Source: an optimization exercise on an open RTL-to-GDS flow (aim: small area). Production flows keep margins and buffers that such runs may drop.
Only simulation tests tie the RTL to the original design; equivalence was not proved.

==> job 6911: inputs <==
## mlacc_datapath
module mlacc_datapath #(
    parameter int result_credits = 4
) (
    input  wire logic                  in_clk,
    input  wire logic                  arst_n,
    input  wire logic                  valid,
    input  wire logic [2:0]            op,
    input  wire logic [3:0]            mask,
    input  wire logic [127:0]          x,
    input  wire logic [127:0]          y,
    input  wire logic [3:0]            row,
    input  wire logic [1:0]            word,
    input  wire logic                  first,
    input  wire logic                  credit_return,
    output logic                       ready,
    output logic                       result_valid,
    output logic [127:0]               z
);
    logic         dec_valid;
    logic [2:0]   dec_op;
    logic [3:0]   dec_mask;
    logic [127:0] dec_x;
    logic [127:0] dec_y;
    logic [3:0]   dec_row;
    logic [1:0]   dec_word;
    logic         dec_first;
    logic [3:0]   dec_flip;
    logic [3:0]   dec_sub;
    logic [3:0]   dec_inc;
    logic         exe_valid;
    logic         exe_mv;
    logic         exe_sgt;
    logic [127:0] exe_lane;
    logic [15:0]  exe_row_sel;
    logic [1:0]   exe_word;
    logic         exe_first;
    mlacc_decode #(
  ...
==> module mlacc_result, before the edit <==
module mlacc_result (
    input  wire logic         in_clk,
    input  wire logic         arst_n,
    input  wire logic         exe_valid,
    input  wire logic         exe_mv,
    input  wire logic         exe_sgt,
    input  wire logic [127:0] exe_lane,
    input  wire logic [15:0]  exe_row_sel,
    input  wire logic [1:0]   exe_word,
    input  wire logic         exe_first,
    output logic              result_valid,
    output logic [127:0]      z
);
    logic [127:0] rows [16];
    logic [127:0] row_rd;
    logic [31:0]  psum;
    logic [3:0]   lane_nz;
    logic [127:0] lane;
    logic [127:0] lane_z;
    logic [31:0]  a0;
    logic [31:0]  a1;
    logic [31:0]  a2;
    logic [31:0]  a3;
    logic         ps;
    logic [30:0]  xp;
    logic [30:0]  t0_lo;
    logic [30:0]  t1_lo;
    logic [30:0]  t2_lo;
    logic [30:0]  d_lo;
    logic         k0;
    logic         kc1;
    logic         k3;
    logic         kd;
    logic [30:0]  s1;
    logic [30:0]  m1;
    logic [30:0]  c1;
    logic [30:0]  s2;
    logic [30:0]  m2;
    logic [30:0]  c2;
    logic [30:0]  s3;
    logic [30:0]  m3;
    logic [30:0]  c3;
    logic         k1;
    logic         k2;
    logic         t0_s;
    logic         t1_s;
    logic         t2_s;
    logic         d_neg;
    logic [30:0]  d_or;
    logic [31:0]  dot;
    logic [127:0] new_row;
    logic [127:0] z_next;
    logic         spad_we;
    assign spad_we = exe_valid && exe_mv;
    for (genvar r = 0; r < 16; r++) begin : g_row
        logic [127:0] q;
        always_ff @(posedge in_clk) begin
            if (spad_we && exe_row_sel[r]) begin
                q <= new_row;
            end
        end
        assign rows[r] = q;
    end
    always_comb begin
        row_rd = '0;
        for (int r = 0; r < 16; r++) begin
            row_rd = row_rd | ({128{exe_row_sel[r]}} & rows[r]);
        end
    end
    assign psum = exe_first ? '0 : row_rd[(3 - exe_word)*32 +: 32];
    for (genvar l = 0; l < 4; l++) begin : g_lane
        assign lane_nz[l] = |exe_lane[l*32 +: 31];
        assign lane[l*32 +: 32] = {exe_lane[l*32+31] & lane_nz[l], exe_lane[l*32 +: 31]};
        assign lane_z[l*32 +: 32] = exe_sgt ? {16'd0, !exe_lane[l*32+31] & lane_nz[l], 15'd0}
                                            : lane[l*32 +: 32];
    end
    assign a0 = lane[96 +: 32];
    assign a1 = lane[64 +: 32];
    assign a2 = lane[32 +: 32];
    assign a3 = lane[0 +: 32];
    assign ps = psum[31];
    assign xp = psum[30:0] ^ {31{ps}};
    mlacc_csadd #(.W(31), .L(16)) u_t0 (.a(a0[30:0]), .b(xp), .ci(ps), .s(t0_lo), .co(k0));
    assign s1 = a0[30:0] ^ a2[30:0] ^ xp;
    assign m1 = (a0[30:0] & a2[30:0]) | (a0[30:0] & xp) | (a2[30:0] & xp);
    assign c1 = {m1[29:0], ps};
    mlacc_csadd #(.W(31), .L(16)) u_t1 (.a(s1), .b(c1), .ci(1'b0), .s(t1_lo), .co(kc1));
    assign s2 = s1 ^ c1 ^ a1[30:0];
    assign m2 = (s1 & c1) | (s1 & a1[30:0]) | (c1 & a1[30:0]);
    assign c2 = {m2[29:0], 1'b0};
    assign s3 = s2 ^ c2 ^ a3[30:0];
    assign m3 = (s2 & c2) | (s2 & a3[30:0]) | (c2 & a3[30:0]);
    assign c3 = {m3[29:0], 1'b0};
    mlacc_csadd #(.W(31), .L(16)) u_d (.a(s3), .b(c3), .ci(1'b0), .s(d_lo), .co(kd));
    mlacc_csadd #(.W(31), .L(16)) u_t2 (.a(a1[30:0]), .b(a3[30:0]), .ci(1'b0), .s(t2_lo), .co(k3));
    assign k1 = m1[30] ^ kc1 ^ k0;
    assign k2 = m2[30] ^ m3[30] ^ kd ^ kc1 ^ k3;
    assign t0_s  = ((a0[31] & ps) | ((a0[31] | ps) & ~k0)) & (|t0_lo);
    assign t1_s  = ((t0_s & a2[31]) | ((t0_s | a2[31]) & ~k1)) & (|t1_lo);
    assign t2_s  = ((a1[31] & a3[31]) | ((a1[31] | a3[31]) & ~k3)) & (|t2_lo);
    assign d_neg = (t1_s & t2_s) | ((t1_s | t2_s) & ~k2);
    logic [30:0] pre [6];
    assign pre[0] = {d_lo[29:0], 1'b0};
    for (genvar k = 0; k < 5; k++) begin : g_lvl
        for (genvar i = 0; i < 31; i++) begin : g_bit
            if ((i >> k) & 1) begin : g_or
                assign pre[k+1][i] = pre[k][i] | pre[k][((i >> k) << k) - 1];
            end else begin : g_keep
                assign pre[k+1][i] = pre[k][i];
            end
        end
    end
    assign d_or = pre[5];
    assign dot = {d_neg & (|d_lo), d_lo ^ (d_or & {31{d_neg}})};
    always_comb begin
        for (int w = 0; w < 4; w++) begin
            if (exe_word == 2'(w)) begin
                new_row[(3-w)*32 +: 32] = dot;
            end else if (exe_first) begin
                new_row[(3-w)*32 +: 32] = '0;
            end else begin
                new_row[(3-w)*32 +: 32] = row_rd[(3-w)*32 +: 32];
            end
        end
    end
    assign z_next = exe_mv ? new_row : lane_z;
    always_ff @(posedge in_clk or negedge arst_n) begin
        if (!arst_n) begin
            result_valid <= 1'b0;
        end else begin
            result_valid <= exe_valid;
        end
    end
    always_ff @(posedge in_clk) begin
        z <= z_next;
    end
endmodule
export LEC_CHECK = 0
export ABC_AREA = 1
export CAP_MARGIN = 10
export CORE_MARGIN = 2
export CORE_UTILIZATION = 40
export CTS_BUF_LIST = sky130_fd_sc_hd__clkbuf_8
export CTS_CLUSTER_DIAMETER = 80
export CTS_CLUSTER_SIZE = 15
export SLEW_MARGIN = 10
create_clock -name core_clock -period 16.0 [get_ports {in_clk}]
run.sh (not shown) runs the stock make flow with config.mk's settings and CLKGATE_MAP_FILE= SYNTH_SCRIPT=/design/flow/synth_recipe.tcl, a recipe that flattens the netlist after the stock synthesis.
==> job 8015 (differences from job 6911) <==
--- a/flow/design.v
+++ b/flow/design.v
@@ -1793,25 +1793,17 @@
     assign m3 = (s2 & c2) | (s2 & a3[30:0]) | (c2 & a3[30:0]);
     assign c3 = {m3[29:0], 1'b0};
     mlacc_csadd #(.W(31), .L(16)) u_d (.a(s3), .b(c3), .ci(1'b0), .s(d_lo), .co(kd));
-    mlacc_csadd #(.W(31), .L(16)) u_t2 (.a(a1[30:0]), .b(a3[30:0]), .ci(1'b0), .s(t2_lo), .co(k3));
+    mlacc_rca #(.W(31)) u_t2 (.a(a1[30:0]), .b(a3[30:0]), .ci(1'b0), .s(t2_lo), .co(k3));
     assign k1 = m1[30] ^ kc1 ^ k0;
     assign k2 = m2[30] ^ m3[30] ^ kd ^ kc1 ^ k3;
     assign t0_s  = ((a0[31] & ps) | ((a0[31] | ps) & ~k0)) & (|t0_lo);
     assign t1_s  = ((t0_s & a2[31]) | ((t0_s | a2[31]) & ~k1)) & (|t1_lo);
     assign t2_s  = ((a1[31] & a3[31]) | ((a1[31] | a3[31]) & ~k3)) & (|t2_lo);
     assign d_neg = (t1_s & t2_s) | ((t1_s | t2_s) & ~k2);
-    logic [30:0] pre [6];
-    assign pre[0] = {d_lo[29:0], 1'b0};
-    for (genvar k = 0; k < 5; k++) begin : g_lvl
-        for (genvar i = 0; i < 31; i++) begin : g_bit
-            if ((i >> k) & 1) begin : g_or
-                assign pre[k+1][i] = pre[k][i] | pre[k][((i >> k) << k) - 1];
-            end else begin : g_keep
-                assign pre[k+1][i] = pre[k][i];
-            end
-        end
+    assign d_or[0] = 1'b0;
+    for (genvar i = 1; i < 31; i++) begin : g_neg
+        assign d_or[i] = d_or[i-1] | d_lo[i-1];
     end
-    assign d_or = pre[5];
     assign dot = {d_neg & (|d_lo), d_lo ^ (d_or & {31{d_neg}})};
     always_comb begin
         for (int w = 0; w < 4; w++) begin
- CAP_MARGIN: 10 -> 20
- CTS_BUF_LIST: sky130_fd_sc_hd__clkbuf_8 -> not set
- CTS_CLUSTER_DIAMETER: 80 -> not set
- CTS_CLUSTER_SIZE: 15 -> not set
- SLEW_MARGIN: 10 -> 20
==> impl_metrics.csv <==
group,metric,value,unit
status,status,"finished clean",
place,dpl.hpwl,462,mm
layout,mostFrequentLayoutCells,"2,380 x nand2_1, 2,089 x inv_1, 2,048 x edfxtp_1",
setup_path,worstPathMaxFanout,49,
place,place_area,192000,um^2
timing,relSlewSlack,11.5,%
yosys,yosysWarnings,4,
setup_path,critPathRequiredTime,16.51,ns
# the run above: job 8015

==> impl_metrics.csv <==
group,metric,value,unit
setup_path,critPathRequiredTime,17.01,ns
setup_path,worstPathMaxFanout,18,
layout,mostFrequentLayoutCells,"2,370 x nand2_1, 2,280 x inv_1, 2,048 x edfxtp_1",
place,place_area,193000,um^2
status,status,"finished clean",
timing,relSlewSlack,13.2,%
# the run above: job 6911

## afterwards: timing with drivers on the ports
No port has a modelled driver above. Below, the same layouts with a new extraction and two added sets of constraints. Step 1, drivers: a clkbuf_16 drives in_clk and a buf_2 each remaining input, both assumed. Step 2 adds t to the input delays and takes it off the output delays; t is the mean of the earliest and latest rising clock arrival at the registers after step 1. Input paths then give back, and output paths get back, about the clock's delay inside the block. Three values: no drivers, after step 1, after step 2; two values: the first two.
| run | t, ns | slack for setup (ns) | worst setup path at the end | clock arrival spread, ns |
|---|---|---|---|---|
| job 6911 | 1.232 | 1.014 / 1.014 / 1.014 | register to register | 0.127 / 0.127 |
| job 8015 | 1.052 | 0.326 / 0.326 / 0.326 | register to register | 0.052 / 0.052 |
After both steps setup and hold are still met in every run listed.
